Background: an optimization exercise with open tools, aiming at small area. Do not read the settings as production practice. Function was checked by simulation only, so behaviour that the tests miss may differ from the original. No activity file was given, so power comes from the tool's default toggle rates.

`flow/standard.sh`:
```
#!/bin/bash
# synth_recipe.tcl (not shown) runs the flow's synth.tcl, then flattens the netlist and writes it again
# the make line also repeats each setting of config.mk as NAME=value (left out here)
make -C /OpenROAD-flow-scripts/flow DESIGN_CONFIG=/design/flow/config.mk WORK_HOME=/design/flow/orfs CLKGATE_MAP_FILE= SYNTH_SCRIPT=/design/flow/synth_recipe.tcl "${@:-finish}"
```
`flow/flow/run.sh`:
```
#!/bin/bash
set -euo pipefail
here=$(pwd)
export MY_ABC_SCRIPT=$here/flow/abc_area.script
export BUFFER_PORTS_ARGS="-buffer_cell sky130_fd_sc_hd__buf_1"
export CTS_ARGS="-sink_clustering_enable -repair_clock_nets -dont_use_dummy_load -buf_list {sky130_fd_sc_hd__clkbuf_4 sky130_fd_sc_hd__clkbuf_8} -sink_clustering_size 16 -sink_clustering_max_diameter 60"
# standard.sh with its synthesis script replaced by flow/synth.tcl
sed "s|SYNTH_SCRIPT=[^ ]*|SYNTH_SCRIPT=$here/flow/synth.tcl|" standard.sh > my_standard.sh
grep -q "SYNTH_SCRIPT=$here/flow/synth.tcl" my_standard.sh
bash my_standard.sh finish > $here/make_finish.log 2>&1
```
`flow/constraint.sdc`:
```
create_clock -name core_clock -period 8.0 [get_ports {CLK}]
set_input_delay 1.6000 -clock core_clock [delete_from_list [all_inputs] [get_ports {CLK}]]
set_output_delay 1.6000 -clock core_clock [all_outputs]
set_load 0.01 [all_outputs]
```
`flow/config.mk`:
```
export PLATFORM = sky130hd
export DESIGN_NAME = com_store_buffer
export DESIGN_NICKNAME = com_store_buffer
export VERILOG_FILES = /design/flow/design.v
export SDC_FILE = /design/flow/constraint.sdc
export NUM_CORES = 4
export LEC_CHECK = 0
export CAP_MARGIN = 20
export CORE_MARGIN = 2
export CORE_UTILIZATION = 55
export GPL_ROUTABILITY_DRIVEN = 0
export PLACE_DENSITY = 0.72
export SLEW_MARGIN = 20
```
`flow/flow/abc_area.script`:
```
&get -n
&st
&dch -f
&nf -R 1000
&st
&dch -f
&nf -R 1000
&put
```
`flow/flow/synth.tcl`:
```
# The standard synthesis script, with abc given an area-oriented
# mapping script in place of ORFS's delay-oriented one, and the csb_*
# gate modules of the RTL mapped to their library cells. Every register
# and its name is the same as in the standard run.
# The RTL writes a few and-or-invert gates as modules csb_<cell>; they are
# given the matching library cell here, before the design is flattened, so
# abc does not remap them. Their function is the cell's.
set ::csb_mapped 0
proc synth {args} {
  if {!$::csb_mapped} {
    set ::csb_mapped 1
    foreach cell {a222oi a22oi nand3 xnor2 nand4} {
      yosys chtype -map csb_$cell sky130_fd_sc_hd__${cell}_1
    }
  }
  yosys synth -nofsm -noshare {*}$args
}
proc abc {args} {
  set i [lsearch -exact $args -script]
  if {$i >= 0} {
    set args [lreplace $args [expr {$i + 1}] [expr {$i + 1}] $::env(MY_ABC_SCRIPT)]
  }
  yosys abc {*}$args
}
source $::env(SCRIPTS_DIR)/synth.tcl
# left out here: clear keep_hierarchy, flatten, clean up, hide names made inside functions, write 1_2_yosys.v
```
`flow/design.v`:
```
module com_store_buffer #(
    parameter int COM_ENTRY_SIZE = 192,
    parameter int DEPTH          = 8,
    parameter int PTR_W          = 3
) (
    input  logic                      CLK,
    input  logic                      RESET,
    input  logic                      FREEZE,
    input  logic [COM_ENTRY_SIZE-1:0] com_entry,
    input  logic                      dmem_ack,
    input  logic [31:0]               fwd_addr,
    input  logic                      debug,
    output logic                      dmem_req,
    output logic [31:0]               dmem_addr,
    output logic [31:0]               dmem_wdata,
    output logic                      fwd_hit,
    output logic [31:0]               fwd_data,
    output logic                      flush_fCOM,
    output logic                      sb_empty,
    output logic [31:0]               commit_count
);
    localparam int QD = DEPTH - 1;
    logic [PTR_W-1:0] qcnt;           
    logic [31:0]      addr_q [QD];
    logic [31:0]      data_q [QD];
    logic [31:0] inst;
    logic [31:0] pc4;
    logic [31:0] st_data;
    logic [31:0] st_addr;
    logic        mem_write;
    logic        valid;
    logic        accept;
    logic        push;
    logic        load;
    logic        unused_bits;
    assign inst      = com_entry[31:0];
    assign pc4       = com_entry[63:32];
    assign st_data   = com_entry[95:64];
    assign st_addr   = com_entry[127:96];
    assign mem_write = com_entry[133];
    assign unused_bits = ^{com_entry[COM_ENTRY_SIZE-1:134],
                           com_entry[132:128], pc4, debug};
    assign valid      = (inst != 32'd0);
    assign flush_fCOM = dmem_req & (qcnt == PTR_W'(QD));
    assign accept     = valid & ~FREEZE & ~flush_fCOM;
    assign push       = accept & mem_write;
    assign load       = (qcnt != '0) & (~dmem_req | dmem_ack);
    assign sb_empty   = (qcnt == '0) & ~dmem_req;
    always_ff @(posedge CLK) begin
        if (push) begin
            addr_q[0] <= st_addr;
            data_q[0] <= st_data;
            for (int i = 1; i < QD; i++) begin
                addr_q[i] <= addr_q[i-1];
                data_q[i] <= data_q[i-1];
            end
        end
    end
    logic [DEPTH-1:0] hsel;
    always_comb begin
        for (int i = 0; i < QD; i++) hsel[i] = load & (qcnt == PTR_W'(i + 1));
        hsel[QD] = ~load;
    end
    logic [31:0] head_addr;
    logic [31:0] head_data;
    csb_aosel8 u_nxt_addr (.s(hsel), .d0(addr_q[0]), .d1(addr_q[1]), .d2(addr_q[2]),
                           .d3(addr_q[3]), .d4(addr_q[4]), .d5(addr_q[5]),
                           .d6(addr_q[6]), .d7(dmem_addr), .y(head_addr));
    csb_aosel8 u_nxt_data (.s(hsel), .d0(data_q[0]), .d1(data_q[1]), .d2(data_q[2]),
                           .d3(data_q[3]), .d4(data_q[4]), .d5(data_q[5]),
                           .d6(data_q[6]), .d7(dmem_wdata), .y(head_data));
    logic [31:0] cc_next;
    logic        cc_c16;
    assign cc_c16 = accept & (&commit_count[15:0]);
    always_comb begin
        logic c;
        c = accept;
        for (int i = 0; i < 16; i++) begin
            cc_next[i] = commit_count[i] ^ c;
            c          = commit_count[i] & c;
        end
        c = cc_c16;
        for (int i = 16; i < 32; i++) begin
            cc_next[i] = commit_count[i] ^ c;
            c          = commit_count[i] & c;
        end
    end
    always_ff @(posedge CLK or negedge RESET) begin
        if (!RESET) begin
            qcnt         <= '0;
            dmem_req     <= 1'b0;
            dmem_addr    <= '0;
            dmem_wdata   <= '0;
            commit_count <= '0;
        end else begin
            if (push & ~load) qcnt <= qcnt + 1'b1;
            else if (load & ~push) qcnt <= qcnt - 1'b1;
            dmem_req <= (qcnt != '0) | (dmem_req & ~dmem_ack);
            dmem_addr  <= head_addr;
            dmem_wdata <= head_data;
            commit_count <= cc_next;
        end
    end
    logic [DEPTH-1:0] eq;
    for (genvar i = 0; i < QD; i++) begin : g_eq
        csb_eq32 u_eq (.a(addr_q[i]), .b(fwd_addr), .eq(eq[i]));
    end
    csb_eq32 u_eq_req (.a(dmem_addr), .b(fwd_addr), .eq(eq[QD]));
    logic [DEPTH-1:0] match;
    logic [DEPTH-1:0] first;
    always_comb begin
        logic seen;
        for (int i = 0; i < QD; i++)
            match[i] = (PTR_W'(i) < qcnt) && eq[i];
        match[QD] = dmem_req && eq[QD];
        seen = 1'b0;
        for (int i = 0; i < DEPTH; i++) begin
            first[i] = match[i] & ~seen;
            seen     = seen | match[i];
        end
        fwd_hit = seen;
    end
    csb_aosel8 u_fwd (.s(first), .d0(data_q[0]), .d1(data_q[1]), .d2(data_q[2]),
                      .d3(data_q[3]), .d4(data_q[4]), .d5(data_q[5]),
                      .d6(data_q[6]), .d7(dmem_wdata), .y(fwd_data));
endmodule
module csb_aosel8 (
    input  logic [7:0]  s,
    input  logic [31:0] d0, d1, d2, d3, d4, d5, d6, d7,
    output logic [31:0] y
);
    for (genvar b = 0; b < 32; b++) begin : g_bit
        logic n0, n1, n2;
        csb_a222oi u_n0 (.A1(s[0]), .A2(d0[b]), .B1(s[1]), .B2(d1[b]),
                         .C1(s[2]), .C2(d2[b]), .Y(n0));
        csb_a222oi u_n1 (.A1(s[3]), .A2(d3[b]), .B1(s[4]), .B2(d4[b]),
                         .C1(s[5]), .C2(d5[b]), .Y(n1));
        csb_a22oi  u_n2 (.A1(s[6]), .A2(d6[b]), .B1(s[7]), .B2(d7[b]), .Y(n2));
        csb_nand3  u_y  (.A(n0), .B(n1), .C(n2), .Y(y[b]));
    end
endmodule
module csb_a222oi (
    input  logic A1, A2, B1, B2, C1, C2,
    output logic Y
);
    assign Y = ~((A1 & A2) | (B1 & B2) | (C1 & C2));
endmodule
module csb_a22oi (
    input  logic A1, A2, B1, B2,
    output logic Y
);
    assign Y = ~((A1 & A2) | (B1 & B2));
endmodule
module csb_nand3 (
    input  logic A, B, C,
    output logic Y
);
    assign Y = ~(A & B & C);
endmodule
module csb_eq32 (
    input  logic [31:0] a,
    input  logic [31:0] b,
    output logic        eq
);
    logic [31:0] x;
    logic [7:0]  n;
    for (genvar k = 0; k < 32; k++) begin : g_x
        csb_xnor2 u_x (.A(a[k]), .B(b[k]), .Y(x[k]));
    end
    for (genvar k = 0; k < 8; k++) begin : g_n
        csb_nand4 u_n (.A(x[4*k]), .B(x[4*k+1]), .C(x[4*k+2]), .D(x[4*k+3]), .Y(n[k]));
    end
    assign eq = ~|n;
endmodule
module csb_xnor2 (
    input  logic A, B,
    output logic Y
);
    assign Y = ~(A ^ B);
endmodule
module csb_nand4 (
    input  logic A, B, C, D,
    output logic Y
);
    assign Y = ~(A & B & C & D);
endmodule
```
==> notes.md <==
cell usage in the layout (no fill, tap or decap):
master     count
or4_1          2
o2111ai_1      1
nor3b_1        1
xnor2_1      257
edfxtp_1     448
nor2_1         9
nand4_1       74
nor3_2         2
a22oi_1       96
nor4_1        20
xor2_1         3
nand2_1        3
and3_4         2
and3_1         1
clkbuf_8      42
nor3b_2        2
nor2_2         6
dfrtp_1      100
clkbuf_4       1
nand3b_1       1
nor2_4         1
ha_1          37
o31ai_1        1
a222oi_1     192
clkinv_1       4
buf_4         18
o21ai_0        3
and2_0         1
or3_1          1
and3_2         1
buf_12         2
and2_4         1
nand2b_1      10
buf_1        263
diode_2        3
nor3_1         1
nand3_1       98
a21oi_1        1
nand2_2        1
flip-flops by register name (all words and copies together), names as in the netlist:
name,cells
dmem_addr,32
qcnt,3
dmem_wdata,32
commit_count,32
addr_q,224
dmem_req,1
data_q,224
kinds of logic (layout without fill, tap and decap cells):
family | Yosys count | in the layout | synth area share
xor+xnor | 260 | 260 | 0.100
other cells | 0 | 3 | 0
flops | 548 | 548 | 0.703
fa+ha+maj | 37 | 37 | 0.0204
simple gates | 238 | 238 | 0.0581
buf+inv | 4 | 330 | 0.000661
compound gates | 294 | 294 | 0.118
where the power goes:
group	switching (mW)	total (mW)	internal (mW)
Clock	0.856	1.33	0.472
Combinational	0.951	1.51	0.562
Sequential	0.341	3.87	3.53
metal layers:
layer	global-route usage	wire [um]	vias up
li1	-	-	6576
met1	0.374	23400	7716
met2	0.439	28800	973
met3	0.0600	6680	145
met4	0.109	1940	0
met5	0	0	-
critical path, cell delays in order:
cell	delay, ps
buf_1	430
xnor2_1	190
nand4_1	310
nor4_1	720
and3_1	290
nand2b_1	140
nand2b_1	150
nand2b_1	150
nand2b_1	150
nand2b_1	170
nor3b_2	70
buf_4	310
a22oi_1	250
nand3_1	120
buf_1	180
cell type report:
class / instances / area (um^2) / share of cell area
Inverter: 4 / 15.0 / 0.000596
Clock buffer: 42 / 578 / 0.0229
Tap cell: 532 / 666 / 0.0264
Timing Repair Buffer: 284 / 1170 / 0.0464
Multi-Input combinational cell: 829 / 6800 / 0.270
Sequential cell: 548 / 16000 / 0.633
Antenna cell: 3 / 7.51 / 0.000298
through the flow:
| step | instances | setup WS (ps) | hold WS (ps) |
|---|---|---|---|
| after floorplan | 1381 | 1120 | 449 |
| after CTS | 2239 | 1280 | 462 |
| after detailed placement | 2197 | 1350 | 452 |
| final | 2242 | 1130 | 464 |
| after global routing | 2239 | 931 | 473 |
| after global placement | 2197 | 1420 | 450 |
worst max path at each step:
| stage | endpoint | slack, ps | cells past startpoint |
|---|---|---|---|
| 3_3_place_gp | fwd_data[4] | 1420 | 15 |
| 2_1_floorplan | fwd_data[0] | 1120 | 12 |
| 3_5_place_dp | fwd_data[4] | 1350 | 15 |
| 4_1_cts | fwd_data[4] | 1280 | 15 |
| 5_1_grt | fwd_data[6] | 930 | 15 |
| 6_report | fwd_data[26] | 1130 | 15 |
==> reports/metrics.csv <==
metric,value,unit
status,"complete, no violations",
"Clk Latency, worst-skew pair",650,ps
syn avg cell area,16.4,um^2
I/O Pins,361,
Post-synth EDFFs,448,
DR WL/cell,27.1,um
max-slew violations,0,
reg2reg end,commit_count[15],
RR Startpoint,qcnt[2],
1st-iter DRT viols,2664,
Setup crit start kind,input port,
most common cell in the netlist,edfxtp_1,
first-pass detailed-route iteration total,13,
Pwr Total,6.71,mW
Util after Layout,0.617,
CTS root buffer,clkbuf_8,
die height,207,um
DIE AREA,42900,um^2
DRT antenna net count,0,
final hold vios,0,
Clock transition at path regs,90,ps
Setup CP Type,input port to output pin,
initial antenna violation count,2,
postcts setup bufs,0,
placed cell area,24600,um^2
Worst Tran Pin Value,1090,ps
Mapped Area,22700,um^2
number of core rows,74,
Critical Path Fanout Max,32,
leading post-synthesis cells by cell area,"edfxtp_1, dfrtp_1, xnor2_1, a222oi_1, a22oi_1",
most common flop cell mapped by yosys,edfxtp_1,
min-delay worst type,register to register,
first-pass GRT wire length,91.4,mm
period utilisation layout,0.859,
DR DRC count,0,
Hold EP,commit_count[31],
Syn Nets,1647,
area grow syn2layout,10.9,%
Arrival @ worst endpoint,5270,ps
yosys warns,5,
Pwr Density,266,nW/um^2
Vias,15400,
gr usage total,0.276,
hold_buf cts,0,
# port buffers,264,
cell area after layout,25200,um^2
Routed WL,60.8,mm
vias in the first global route,15500,
Worst Hold Path Cells,1,
reg2reg path depth,21,
Max VDD drop,0.232,mV
"Net count, final",1975,
initial core utilization,0.556,
post-cts sizing count,0,
RSZ-0062 raised after global routing,false,
CTS tree,done,
Synth area leader,edfxtp_1,
TritonCTS Buffers,42,
clock period minus worst slack,6870,ps
"Async S/R FF share, synth",0.182,
Lkg Pwr,8.26,nW
maximum clock path buffer count,3,
share of layout cells above drive strength 1,0.0463,
highest clock rate,145,MHz
final setup skew,35.3,ps
crit path from,fwd_addr[9],
"top cells by count, synth","edfxtp_1, xnor2_1, a222oi_1, dfrtp_1, nand3_1",
setup violators final,0,
count of different cell masters after synthesis,25,
H-tree depth,2,
clk sinks,548,
Fillers,3068,
dpl hpwl,35.8,mm
flop and latch count out of synthesis,548,
drt via density,6.87,
"reg-to-reg slack, setup",3430,ps
Rel. slew slack,0.276,
Total Neg Setup Slack,0,ps
part of the Yosys area used for sequential elements,0.703,
GRT Residual Overflow,0,
top-area cell type share of the netlist area,0.592,
core area,40800,um^2
largest net degree at the start of global routing,173,
crit end category,output pin,
MaxCap Viol Count,0,
CP required,6400,ps
cells after synthesis,1381,
Hold Startpoint,commit_count[31],
die span in x,207,um

[separate check: timing with driven ports]
No port has a modelled driver above. Below, the same layout with a new extraction and two added sets of constraints.
Step 1, drivers: a clkbuf_16 drives CLK and a buf_2 each remaining input, both assumed.
Step 2 adds t to the input delays and takes it off the output delays; t is the mean of the earliest and latest rising clock arrival at the registers after step 1. Input paths then give back, and output paths get back, about the clock's delay inside the block.
Slacks: ideal ports / drivers / drivers and shift; pairs: ideal ports / drivers.
t, ns: 0.677
slack for setup (ns): 1.127 / 1.061 / 1.061
worst setup path at the end: input to output
cell pins on the clock port's net: 1
After both steps setup and hold are still met in this run. For this run, drivers alone change the setup slack by -0.066 ns; drivers and shift together by -0.066 ns.
